Background: an optimization exercise with open tools, aiming at small area, a short achievable clock period and few clock cycles per item. Do not read the settings as production practice. Where RTL was checked, it was by simulation tests only, not by an equivalence proof against the original. Power is estimated from default activity; no workload was simulated.

==> build 32 <==
// iir_cascade_sched
module iir_cascade_sched
#(
    parameter int Nsec   = 4,
    parameter int Ndint  = 3,
    parameter int Ndfrac = 22,
    parameter int Ncint  = 4,
    parameter int Ncfrac = 14
) (
    input  logic                       clk,
    input  logic                       reset,
    input  logic                       dv_in,
    input  logic [Ndint+Ndfrac-1:0]    d_in,
    output logic                       dv_out,
    output logic [Ndint+Ndfrac-1:0]    d_out,
    output logic                       busy,
    input  logic                       flush,
    input  logic                       coef_we,
    input  logic [$clog2(Nsec)+2:0]    coef_addr,
    input  logic [Ncint+Ncfrac-1:0]    coef_data,
    output logic                       ovr,
    output logic                       coef_err,
    input  logic                       err_clr
);
export LEC_CHECK = 0
export CAP_MARGIN = 20
export CORE_MARGIN = 2
export CORE_UTILIZATION = 40
export CTS_BUF_LIST = sky130_fd_sc_hd__clkbuf_16
export CTS_CLUSTER_DIAMETER = 120
export CTS_CLUSTER_SIZE = 24
export SLEW_MARGIN = 20
export SYNTH_HIERARCHICAL = 1
create_clock -name core_clock -period 12.5 [get_ports {clk}]
standard.sh (not shown) runs the stock make flow with config.mk's settings and CLKGATE_MAP_FILE= SYNTH_SCRIPT=/design/flow/synth_recipe.tcl, a recipe that flattens the netlist after the stock synthesis.
==> flow/flow/run.sh <==
#!/bin/bash
set -euo pipefail
cd "$(dirname "${BASH_SOURCE[0]}")/.."
bash standard.sh SETUP_SLACK_MARGIN=6 finish > standard_flow.log 2>&1
==> trial 3 (differences from build 32) <==
--- a/flow/design.v
+++ b/flow/design.v
@@ -888,18 +888,17 @@
     logic [DW-1:0]  y13_q;       
     logic           n13_q, p13_q;    
     logic [3:0][DW-1:0] y2_q;
     logic [3:0]     vy1_q, vy2_q;
     logic [3:0][4:0][CW-1:0] coef_q;
     logic [3:0][4:0]         cv_q;
     logic [3:0][SW-1:0] acc_q;
     logic [3:0]         pv_q;
-    logic [3:0][CW-1:0] b_q;         
-    logic [3:0]         neg_q;       
+    logic [3:0][ND-1:0] one_q, two_q, sg_q;
     logic       w_accept, w_wr, w_prep;
     logic [7:0] w_t_n;
     logic [4:0] w_p_n;
     assign w_accept = dv_in && !busy_q && !flush;
     assign w_wr     = coef_we && !busy_q && (coef_addr[2:0] < 3'd5);
     assign w_prep   = dirty_q || w_wr;
     always_comb begin
         w_t_n[0] = !flush && ((w_accept && !w_prep) || p_q[4]);
@@ -928,26 +927,26 @@
         for (int s = 0; s < 4; s++) begin
             w_bn[s] = '0;
             for (int k = 0; k < 5; k++)
                 if (w_seln[s][k] && cv_q[s][k])
                     w_bn[s] = w_bn[s] | coef_q[s][k];
             w_negn[s] = w_seln[s][3] || w_seln[s][4];
         end
     end
-    logic [3:0][ND-1:0] w_one, w_two, w_sg;
+    logic [3:0][ND-1:0] w_one_n, w_two_n, w_sg_n;
     logic [3:0][CW:0]   w_bx;    
     always_comb begin
         for (int s = 0; s < 4; s++) begin
-            w_bx[s] = {b_q[s], 1'b0};
+            w_bx[s] = {w_bn[s], 1'b0};
             for (int i = 0; i < ND; i++) begin
-                w_one[s][i] = w_bx[s][2*i+1] ^ w_bx[s][2*i];
-                w_two[s][i] = (w_bx[s][2*i+2] & ~w_bx[s][2*i+1] & ~w_bx[s][2*i])
-                            | (~w_bx[s][2*i+2] & w_bx[s][2*i+1] & w_bx[s][2*i]);
-                w_sg[s][i]  = w_bx[s][2*i+2] ^ neg_q[s];
+                w_one_n[s][i] = w_bx[s][2*i+1] ^ w_bx[s][2*i];
+                w_two_n[s][i] = (w_bx[s][2*i+2] & ~w_bx[s][2*i+1] & ~w_bx[s][2*i])
+                              | (~w_bx[s][2*i+2] & w_bx[s][2*i+1] & w_bx[s][2*i]);
+                w_sg_n[s][i]  = w_bx[s][2*i+2] ^ w_negn[s];
             end
         end
     end
     logic [3:0][DW-1:0] w_y1;
     logic [3:0][DW-1:0] w_a;
     logic [3:0][SW-1:0] w_base;
     logic [3:0][SW-1:0] w_sum;
     logic [3:0][DW-1:0] w_y, w_nxt;
@@ -1013,19 +1012,19 @@
         end
         for (int s = 0; s < 4; s++) begin
             w_base[s] = bsel_q[s] ? acc_q[s] : INIT;
         end
     end
     for (genvar s = 0; s < 4; s++) begin : g_sec
         iir_mac_dsp48 u_mac (
             .a    (w_a[s]),
-            .one  (w_one[s]),
-            .two  (w_two[s]),
-            .sg   (w_sg[s]),
+            .one  (one_q[s]),
+            .two  (two_q[s]),
+            .sg   (sg_q[s]),
             .base (w_base[s]),
             .s    (w_sum[s]),
             .y    (w_y[s]),
             .neg  (w_neg[s]),
             .pos  (w_pos[s]),
             .sel  ((s < 3) ? w_seln[(s + 1) % 4][0] : 1'b0),
             .h    ((s < 3) ? w_h_n[(s + 1) % 4] : '0),
             .nxt  (w_nxt[s]),
@@ -1057,18 +1056,19 @@
                 if (w_wr && coef_addr == 5'(s * 8 + k)) begin
                     coef_q[s][k] <= coef_data;
                 end
             end
         end
         a_q   <= w_a_n;
         an_q  <= w_an_n;
         ap_q  <= w_ap_n;
-        b_q   <= w_bn;
-        neg_q <= w_negn;
+        one_q <= w_one_n;
+        two_q <= w_two_n;
+        sg_q  <= w_sg_n;
     end
     always_ff @(posedge clk or posedge reset) begin
         if (reset) begin
             y13_q <= '0;
             n13_q <= 1'b0;
             p13_q <= 1'b0;
         end else if (!flush && w_ch[3]) begin
             y13_q <= w_y[3];
==> flow/flow/run.sh (replaced) <==
#!/bin/bash
set -euo pipefail
cd "$(dirname "${BASH_SOURCE[0]}")/.."
bash standard.sh SETUP_SLACK_MARGIN=7 finish > standard_flow.log 2>&1
- CTS_CLUSTER_SIZE: 24 -> 20
- TNS_END_PERCENT: unset -> 30.0
==> trial 50 (differences from build 32) <==
--- a/flow/design.v
+++ b/flow/design.v
@@ -57,23 +57,19 @@
 module iir_mac_dsp48 (
     input  wire [24:0] a,
     input  wire [8:0] one,
     input  wire [8:0] two,
     input  wire [8:0] sg,
     input  wire [44:0] base,
     output wire [44:0] s,
     output wire [24:0] y,
-    output wire        neg,
-    output wire        pos,
     input  wire        sel,
     input  wire [24:0] h,
-    output wire [24:0] nxt,
-    output wire        nneg,
-    output wire        npos
+    output wire [24:0] nxt
 );
     wire one0 = one[0];
     wire two0 = two[0];
     wire sg0  = sg[0];
     wire one1 = one[1];
     wire two1 = two[1];
     wire sg1  = sg[1];
     wire one2 = one[2];
@@ -828,22 +824,20 @@
     iir_fa u_fs481 (.a(hs399), .b(pp8[24]), .c(fc398), .s(fs481), .co(fc482));
     iir_fa u_fs483 (.a(base[41]), .b(hc400), .c(pp8[25]), .s(fs483), .co(fc484));
     iir_ha u_hs485 (.a(1'b1), .b(base[42]), .s(hs485), .co(hc486));
     iir_ha u_hs487 (.a(1'b1), .b(base[43]), .s(hs487), .co(hc488));
     iir_ha u_hs489 (.a(1'b1), .b(base[44]), .s(hs489), .co(hc490));
     wire [44:0] r0 = {hc488, hc486, hs485, fs483, fc480, fs479, fc476, fc474, fs473, fc470, fc468, fc466, fc464, fs463, fc460, fc458, fc456, fc454, fc452, fc450, fc448, fc446, fc444, fc442, fc440, fc438, fc436, fc434, fc432, fc430, fc428, fc426, fc424, fc422, fc420, fc418, fc416, fc414, fc412, fc410, fc408, fc406, hc404, hc402, pp0[0]};
     wire [44:0] r1 = {hs489, hs487, fc484, fc482, fs481, fc478, fs477, fs475, fc472, fs471, fs469, fs467, fs465, fc462, fs461, fs459, fs457, fs455, fs453, fs451, fs449, fs447, fs445, fs443, fs441, fs439, fs437, fs435, fs433, fs431, fs429, fs427, fs425, fs423, fs421, fs419, fs417, fs415, fs413, fs411, fs409, fs407, fs405, hs403, hs401};
     assign s = r0 + r1;
-    assign neg = s[44];
-    assign pos = !s[44] && (|s[43:39]);
-    assign y = {~s[38], s[37:14]};
-    assign nxt  = sel ? y : h;
-    assign nneg = sel && neg;
-    assign npos = sel && pos;
+    wire neg = s[44];
+    wire pos = !s[44] && (|s[43:39]);
+    assign y = neg ? {1'b1, 24'h000000} : pos ? {1'b0, 24'hffffff} : {~s[38], s[37:14]};
+    assign nxt = sel ? y : h;
 endmodule
 module iir_fa (input wire a, input wire b, input wire c, output wire s, output wire co);
     assign s  = a ^ b ^ c;
     assign co = (a & b) | (a & c) | (b & c);
 endmodule
 module iir_ha (input wire a, input wire b, output wire s, output wire co);
     assign s  = a ^ b;
     assign co = a & b;
@@ -881,204 +875,172 @@
     logic           busy_q, dv_q, ovr_q, cerr_q, dirty_q;
     logic [7:0]     t_q;         
     logic [4:0]     p_q;         
     logic [DW-1:0]  xin_q;
     logic [DW-1:0]  x1_q, x2_q;
     logic           vx1_q, vx2_q;
     logic [2:0][DW-1:0] y1l_q;   
     logic [DW-1:0]  y13_q;       
-    logic           n13_q, p13_q;    
     logic [3:0][DW-1:0] y2_q;
     logic [3:0]     vy1_q, vy2_q;
     logic [3:0][4:0][CW-1:0] coef_q;
     logic [3:0][4:0]         cv_q;
     logic [3:0][SW-1:0] acc_q;
     logic [3:0]         pv_q;
-    logic [3:0][CW-1:0] b_q;         
-    logic [3:0]         neg_q;       
+    logic [3:0][ND-1:0] one_q, two_q, sg_q;
     logic       w_accept, w_wr, w_prep;
     logic [7:0] w_t_n;
     logic [4:0] w_p_n;
     assign w_accept = dv_in && !busy_q && !flush;
     assign w_wr     = coef_we && !busy_q && (coef_addr[2:0] < 3'd5);
     assign w_prep   = dirty_q || w_wr;
     always_comb begin
         w_t_n[0] = !flush && ((w_accept && !w_prep) || p_q[4]);
         for (int k = 1; k < 8; k++)
             w_t_n[k] = !flush && !(w_accept && w_prep) && t_q[k-1];
         w_p_n[0] = !flush && w_accept && w_prep;
         for (int k = 1; k < 5; k++)
             w_p_n[k] = !flush && p_q[k-1];
     end
     logic [3:0]      w_ch;
     logic [3:0][4:1] w_st;
-    logic [3:0][4:0] w_seln;
+    logic [3:0][4:0] w_seln;     
     always_comb begin
         for (int s = 0; s < 4; s++) begin
             w_ch[s]      = t_q[s];
-            w_seln[s][0] = (s == 0) ? w_t_n[0] : t_q[(s + 3) % 4];
+            w_seln[s][0] = w_t_n[s];
             for (int j = 1; j < 5; j++) begin
                 w_st[s][j]   = t_q[s+j] || p_q[j];
-                w_seln[s][j] = t_q[s+j-1] || p_q[j-1];
+                w_seln[s][j] = w_t_n[s+j] || w_p_n[j];
             end
         end
     end
     logic [3:0][CW-1:0] w_bn;
     logic [3:0]         w_negn;
     always_comb begin
         for (int s = 0; s < 4; s++) begin
             w_bn[s] = '0;
             for (int k = 0; k < 5; k++)
                 if (w_seln[s][k] && cv_q[s][k])
                     w_bn[s] = w_bn[s] | coef_q[s][k];
             w_negn[s] = w_seln[s][3] || w_seln[s][4];
         end
     end
-    logic [3:0][ND-1:0] w_one, w_two, w_sg;
+    logic [3:0][ND-1:0] w_one_n, w_two_n, w_sg_n;
     logic [3:0][CW:0]   w_bx;    
     always_comb begin
         for (int s = 0; s < 4; s++) begin
-            w_bx[s] = {b_q[s], 1'b0};
+            w_bx[s] = {w_bn[s], 1'b0};
             for (int i = 0; i < ND; i++) begin
-                w_one[s][i] = w_bx[s][2*i+1] ^ w_bx[s][2*i];
-                w_two[s][i] = (w_bx[s][2*i+2] & ~w_bx[s][2*i+1] & ~w_bx[s][2*i])
-                            | (~w_bx[s][2*i+2] & w_bx[s][2*i+1] & w_bx[s][2*i]);
-                w_sg[s][i]  = w_bx[s][2*i+2] ^ neg_q[s];
+                w_one_n[s][i] = w_bx[s][2*i+1] ^ w_bx[s][2*i];
+                w_two_n[s][i] = (w_bx[s][2*i+2] & ~w_bx[s][2*i+1] & ~w_bx[s][2*i])
+                              | (~w_bx[s][2*i+2] & w_bx[s][2*i+1] & w_bx[s][2*i]);
+                w_sg_n[s][i]  = w_bx[s][2*i+2] ^ w_negn[s];
             end
         end
     end
     logic [3:0][DW-1:0] w_y1;
     logic [3:0][DW-1:0] w_a;
     logic [3:0][SW-1:0] w_base;
     logic [3:0][SW-1:0] w_sum;
     logic [3:0][DW-1:0] w_y, w_nxt;
-    logic [3:0]         w_neg, w_pos, w_nneg, w_npos;
-    logic [DW-1:0]      w_y13;       
-    function automatic logic [DW-1:0] sat(input logic [DW-1:0] v, input logic n,
-                                          input logic p);
-        sat = n ? {1'b1, {(DW-1){1'b0}}} : p ? {1'b0, {(DW-1){1'b1}}} : v;
-    endfunction
-    assign w_y13 = sat(y13_q, n13_q, p13_q);
-    assign w_y1  = {w_y13, y1l_q};
+    assign w_y1 = {y13_q, y1l_q};
     logic [3:0] w_yld;
     assign w_yld = {w_ch[3], w_ch[3:1]};
     logic       w_vx1_n, w_vx2_n;
     logic [3:0] w_vy1_n, w_vy2_n, w_pv_n;
     always_comb begin
         w_vx1_n = !flush && (w_ch[0] || vx1_q);
         w_vx2_n = !flush && (w_ch[0] ? vx1_q : vx2_q);
         for (int s = 0; s < 4; s++) begin
             w_vy1_n[s] = !flush && (w_yld[s] || vy1_q[s]);
             w_vy2_n[s] = !flush && (w_yld[s] ? vy1_q[s] : vy2_q[s]);
             w_pv_n[s]  = !flush && (w_st[s][1] || w_st[s][2] || w_st[s][3] || w_st[s][4]
                                     || pv_q[s]);
         end
     end
-    logic       w_vx1_s, w_vx2_s;
-    logic [3:0] w_vy1_s, w_vy2_s, w_pv_s;
-    always_comb begin
-        w_vx1_s = w_ch[0] || vx1_q;
-        w_vx2_s = w_ch[0] ? vx1_q : vx2_q;
-        for (int s = 0; s < 4; s++) begin
-            w_vy1_s[s] = w_yld[s] || vy1_q[s];
-            w_vy2_s[s] = w_yld[s] ? vy1_q[s] : vy2_q[s];
-            w_pv_s[s]  = w_st[s][1] || w_st[s][2] || w_st[s][3] || w_st[s][4] || pv_q[s];
-        end
-    end
     logic [3:0][DW-1:0] a_q, w_a_n, w_h_n;
-    logic [3:1]         an_q, ap_q, w_an_n, w_ap_n;    
     logic [3:0]         bsel_q, w_bsel_n;
     always_comb begin
-        w_h_n[0] = ({DW{w_seln[0][1] && w_vx1_s}} & (w_ch[0] ? xin_q : x1_q))
-                 | ({DW{w_seln[0][2] && w_vx2_s}} & x2_q)
-                 | ({DW{w_seln[0][3] && w_vy1_s[0]}} & w_y1[0])
-                 | ({DW{w_seln[0][4] && w_vy2_s[0]}} & y2_q[0]);
+        w_h_n[0] = ({DW{w_seln[0][1] && w_vx1_n}} & (w_ch[0] ? xin_q : x1_q))
+                 | ({DW{w_seln[0][2] && w_vx2_n}} & x2_q)
+                 | ({DW{w_seln[0][3] && w_vy1_n[0]}} & w_y1[0])
+                 | ({DW{w_seln[0][4] && w_vy2_n[0]}} & y2_q[0]);
         w_a_n[0] = w_seln[0][0] ? (p_q[4] ? xin_q : d_in) : w_h_n[0];
         for (int s = 1; s < 4; s++) begin
-            w_h_n[s] = ({DW{w_seln[s][1] && w_vy1_s[s-1]}} & (w_ch[s] ? w_a[s] : w_y1[s-1]))
-                     | ({DW{w_seln[s][2] && w_vy2_s[s-1]}} & y2_q[s-1])
-                     | ({DW{w_seln[s][3] && w_vy1_s[s]}} & w_y1[s])
-                     | ({DW{w_seln[s][4] && w_vy2_s[s]}} & y2_q[s]);
-            w_a_n[s]  = w_nxt[s-1];
-            w_an_n[s] = w_nneg[s-1];
-            w_ap_n[s] = w_npos[s-1];
+            w_h_n[s] = ({DW{w_seln[s][1] && w_vy1_n[s-1]}} & (w_ch[s] ? a_q[s] : w_y1[s-1]))
+                     | ({DW{w_seln[s][2] && w_vy2_n[s-1]}} & y2_q[s-1])
+                     | ({DW{w_seln[s][3] && w_vy1_n[s]}} & w_y1[s])
+                     | ({DW{w_seln[s][4] && w_vy2_n[s]}} & y2_q[s]);
+            w_a_n[s] = w_nxt[s-1];
         end
         for (int s = 0; s < 4; s++) begin
-            w_bsel_n[s] = !w_seln[s][1] && w_pv_s[s];
+            w_bsel_n[s] = (w_seln[s][0] && w_pv_n[s])
+                       || w_seln[s][2] || w_seln[s][3] || w_seln[s][4];
         end
     end
     always_comb begin
-        w_a[0] = a_q[0];
-        for (int s = 1; s < 4; s++) begin
-            w_a[s] = sat(a_q[s], an_q[s], ap_q[s]);
-        end
+        w_a = a_q;
         for (int s = 0; s < 4; s++) begin
             w_base[s] = bsel_q[s] ? acc_q[s] : INIT;
         end
     end
     for (genvar s = 0; s < 4; s++) begin : g_sec
         iir_mac_dsp48 u_mac (
             .a    (w_a[s]),
-            .one  (w_one[s]),
-            .two  (w_two[s]),
-            .sg   (w_sg[s]),
+            .one  (one_q[s]),
+            .two  (two_q[s]),
+            .sg   (sg_q[s]),
             .base (w_base[s]),
             .s    (w_sum[s]),
             .y    (w_y[s]),
-            .neg  (w_neg[s]),
-            .pos  (w_pos[s]),
             .sel  ((s < 3) ? w_seln[(s + 1) % 4][0] : 1'b0),
             .h    ((s < 3) ? w_h_n[(s + 1) % 4] : '0),
-            .nxt  (w_nxt[s]),
-            .nneg (w_nneg[s]),
-            .npos (w_npos[s])
+            .nxt  (w_nxt[s])
         );
     end
     always_ff @(posedge clk) begin
         if (w_accept) begin
             xin_q <= d_in;
         end
         if (!flush && w_ch[0]) begin
             x1_q <= xin_q;
             x2_q <= x1_q;
         end
         for (int s = 0; s < 3; s++) begin
             if (!flush && w_yld[s]) begin
-                y1l_q[s] <= w_a[s+1];
+                y1l_q[s] <= a_q[s+1];
             end
         end
         for (int s = 0; s < 4; s++) begin
             if (!flush && w_yld[s]) begin
                 y2_q[s] <= w_y1[s];
             end
-            acc_q[s] <= w_sum[s];
+            if (!flush && (w_st[s][1] || w_st[s][2] || w_st[s][3] || w_st[s][4])) begin
+                acc_q[s] <= w_sum[s];
+            end
         end
         for (int s = 0; s < 4; s++) begin
             for (int k = 0; k < 5; k++) begin
                 if (w_wr && coef_addr == 5'(s * 8 + k)) begin
                     coef_q[s][k] <= coef_data;
                 end
             end
         end
         a_q   <= w_a_n;
-        an_q  <= w_an_n;
-        ap_q  <= w_ap_n;
-        b_q   <= w_bn;
-        neg_q <= w_negn;
+        one_q <= w_one_n;
+        two_q <= w_two_n;
+        sg_q  <= w_sg_n;
     end
     always_ff @(posedge clk or posedge reset) begin
         if (reset) begin
             y13_q <= '0;
-            n13_q <= 1'b0;
-            p13_q <= 1'b0;
         end else if (!flush && w_ch[3]) begin
             y13_q <= w_y[3];
-            n13_q <= w_neg[3];
-            p13_q <= w_pos[3];
         end
     end
     always_ff @(posedge clk or posedge reset) begin
         if (reset) begin
             busy_q  <= 1'b0;
             dv_q    <= 1'b0;
             ovr_q   <= 1'b0;
             cerr_q  <= 1'b0;
@@ -1121,14 +1083,14 @@
             vx2_q  <= w_vx2_n;
             vy1_q  <= w_vy1_n;
             vy2_q  <= w_vy2_n;
             pv_q   <= w_pv_n;
             bsel_q <= w_bsel_n;
         end
     end
     assign dv_out   = dv_q;
-    assign d_out    = w_y13;
+    assign d_out    = y13_q;
     assign busy     = busy_q;
     assign ovr      = ovr_q;
     assign coef_err = cerr_q;
 endmodule
 `default_nettype wire
- CTS_BUF_LIST: sky130_fd_sc_hd__clkbuf_16 -> unset
- CTS_CLUSTER_DIAMETER: 120 -> unset
- CTS_CLUSTER_SIZE: 24 -> unset
==> build 8 (differences from build 32) <==
--- a/flow/design.v
+++ b/flow/design.v
@@ -888,18 +888,17 @@
     logic [DW-1:0]  y13_q;       
     logic           n13_q, p13_q;    
     logic [3:0][DW-1:0] y2_q;
     logic [3:0]     vy1_q, vy2_q;
     logic [3:0][4:0][CW-1:0] coef_q;
     logic [3:0][4:0]         cv_q;
     logic [3:0][SW-1:0] acc_q;
     logic [3:0]         pv_q;
-    logic [3:0][CW-1:0] b_q;         
-    logic [3:0]         neg_q;       
+    logic [3:0][ND-1:0] one_q, two_q, sg_q;
     logic       w_accept, w_wr, w_prep;
     logic [7:0] w_t_n;
     logic [4:0] w_p_n;
     assign w_accept = dv_in && !busy_q && !flush;
     assign w_wr     = coef_we && !busy_q && (coef_addr[2:0] < 3'd5);
     assign w_prep   = dirty_q || w_wr;
     always_comb begin
         w_t_n[0] = !flush && ((w_accept && !w_prep) || p_q[4]);
@@ -928,26 +927,26 @@
         for (int s = 0; s < 4; s++) begin
             w_bn[s] = '0;
             for (int k = 0; k < 5; k++)
                 if (w_seln[s][k] && cv_q[s][k])
                     w_bn[s] = w_bn[s] | coef_q[s][k];
             w_negn[s] = w_seln[s][3] || w_seln[s][4];
         end
     end
-    logic [3:0][ND-1:0] w_one, w_two, w_sg;
+    logic [3:0][ND-1:0] w_one_n, w_two_n, w_sg_n;
     logic [3:0][CW:0]   w_bx;    
     always_comb begin
         for (int s = 0; s < 4; s++) begin
-            w_bx[s] = {b_q[s], 1'b0};
+            w_bx[s] = {w_bn[s], 1'b0};
             for (int i = 0; i < ND; i++) begin
-                w_one[s][i] = w_bx[s][2*i+1] ^ w_bx[s][2*i];
-                w_two[s][i] = (w_bx[s][2*i+2] & ~w_bx[s][2*i+1] & ~w_bx[s][2*i])
-                            | (~w_bx[s][2*i+2] & w_bx[s][2*i+1] & w_bx[s][2*i]);
-                w_sg[s][i]  = w_bx[s][2*i+2] ^ neg_q[s];
+                w_one_n[s][i] = w_bx[s][2*i+1] ^ w_bx[s][2*i];
+                w_two_n[s][i] = (w_bx[s][2*i+2] & ~w_bx[s][2*i+1] & ~w_bx[s][2*i])
+                              | (~w_bx[s][2*i+2] & w_bx[s][2*i+1] & w_bx[s][2*i]);
+                w_sg_n[s][i]  = w_bx[s][2*i+2] ^ w_negn[s];
             end
         end
     end
     logic [3:0][DW-1:0] w_y1;
     logic [3:0][DW-1:0] w_a;
     logic [3:0][SW-1:0] w_base;
     logic [3:0][SW-1:0] w_sum;
     logic [3:0][DW-1:0] w_y, w_nxt;
@@ -1013,19 +1012,19 @@
         end
         for (int s = 0; s < 4; s++) begin
             w_base[s] = bsel_q[s] ? acc_q[s] : INIT;
         end
     end
     for (genvar s = 0; s < 4; s++) begin : g_sec
         iir_mac_dsp48 u_mac (
             .a    (w_a[s]),
-            .one  (w_one[s]),
-            .two  (w_two[s]),
-            .sg   (w_sg[s]),
+            .one  (one_q[s]),
+            .two  (two_q[s]),
+            .sg   (sg_q[s]),
             .base (w_base[s]),
             .s    (w_sum[s]),
             .y    (w_y[s]),
             .neg  (w_neg[s]),
             .pos  (w_pos[s]),
             .sel  ((s < 3) ? w_seln[(s + 1) % 4][0] : 1'b0),
             .h    ((s < 3) ? w_h_n[(s + 1) % 4] : '0),
             .nxt  (w_nxt[s]),
@@ -1057,18 +1056,19 @@
                 if (w_wr && coef_addr == 5'(s * 8 + k)) begin
                     coef_q[s][k] <= coef_data;
                 end
             end
         end
         a_q   <= w_a_n;
         an_q  <= w_an_n;
         ap_q  <= w_ap_n;
-        b_q   <= w_bn;
-        neg_q <= w_negn;
+        one_q <= w_one_n;
+        two_q <= w_two_n;
+        sg_q  <= w_sg_n;
     end
     always_ff @(posedge clk or posedge reset) begin
         if (reset) begin
             y13_q <= '0;
             n13_q <= 1'b0;
             p13_q <= 1'b0;
         end else if (!flush && w_ch[3]) begin
             y13_q <= w_y[3];
- CTS_BUF_LIST: sky130_fd_sc_hd__clkbuf_16 -> sky130_fd_sc_hd__clkbuf_4 sky130_fd_sc_hd__clkbuf_8
- CTS_CLUSTER_DIAMETER: 120 -> unset
- CTS_CLUSTER_SIZE: 24 -> unset
==> comparison table <==
| item | build 32 | trial 50 | trial 3 | build 8 |
|---|---|---|---|---|
| Area growth syn-to-layout | 8.13% | 9.46% | 14.7% | 8.88% |
| Clock buffer count from CTS | 55 | 130 | 69 | 190 |
| Global-route track usage on met3 | 6.02% | 5.66% | 5.00% | 6.80% |
| R2r startpoint | a_q[12] | sg_q[1] | ap_q[2] | ap_q[1] |
| Worst path bufs/invs | 0 | 1 | 3 | 4 |
| Area inside the core boundary | 0.212 sq mm | 0.219 sq mm | 0.213 sq mm | 0.213 sq mm |
| Leak pwr | 34.6 nW | 36.0 nW | 36.6 nW | 35.1 nW |
| Count of filler cells inserted in the layout | 19,685 | 20,315 | 19,234 | 19,782 |
| Min-Delay Startpoint | coef_q[327] | x1_q[4] | x1_q[21] | x1_q[15] |
| Total global routing track utilization | 25.5% | 24.9% | 25.8% | 26.0% |
| Router iterations before antenna repair | 8 | 6 | 13 | 12 |
| Outcome | complete, no violations | complete, no violations | complete, no violations | complete, no violations |
| Design Power | 23.2 mW | 13.9 mW | 30.4 mW | 26.3 mW |
| GRT met2 Usage | 38.8% | 39.9% | 39.8% | 39.5% |
| Area of combinational cells with multiple inputs | 0.0556 sq mm | 0.0549 sq mm | 0.0574 sq mm | 0.0540 sq mm |
| Post-DR vias/cell | 6.13 | 6.06 | 6.14 | 6.08 |
| Psw | 12.1 mW | 5.50 mW | 15.0 mW | 13.4 mW |
| Clk pwr | 2.11 mW | 3.88 mW | 2.47 mW | 3.63 mW |
| Transition at the pin with the smallest max-transition slack | 1120 ps | 1140 ps | 1170 ps | 1160 ps |
Testbench counts of trial 3, summed over its fixed seeds: cycles 12,048, items 2,400.
Testbench counts of trial 50, summed over its fixed seeds: cycles 12,048, items 2,400.
Testbench counts of build 8, summed over its fixed seeds: cycles 12,048, items 2,400.
For build 32, only the layout was checked, not whether the RTL still works.

afterwards: timing with drivers on the ports:
How much do the figures lean on ideal ports? The routed layouts below were timed once more, with nothing changed but the port constraints.
Step 1, drivers: a clkbuf_16 drives clk and a buf_2 each remaining input, both assumed.
Step 2 adds t to the input delays and takes it off the output delays; t is the mean of the earliest and latest rising clock arrival at the registers after step 1. Input paths then give back, and output paths get back, about the clock's delay inside the block.
Three values: no drivers, after step 1, after step 2; two values: the first two.
run | shift t [ns] | setup WS [ns] | hold WS [ns] | worst setup path after step 2 | worst register clock-pin slew, ns
build 32 | 0.824 | 6.050 / 6.050 / 6.050 | 0.411 / 0.411 / 0.411 | register to register | 0.11 / 0.11
trial 3 | 0.814 | 6.643 / 6.643 / 6.643 | 0.462 / 0.462 / 0.462 | register to register | 0.10 / 0.10
trial 50 | 0.879 | 6.138 / 6.138 / 5.754 | 0.420 / 0.420 / 0.420 | input to register | 0.07 / 0.07
build 8 | 1.032 | 6.196 / 6.196 / 6.196 | 0.453 / 0.453 / 0.453 | register to register | 0.08 / 0.08
After both steps setup and hold are still met in every run listed. The setup slack of trial 50, which loses most, moves by 0.000 ns with the drivers and by -0.384 ns with both steps.
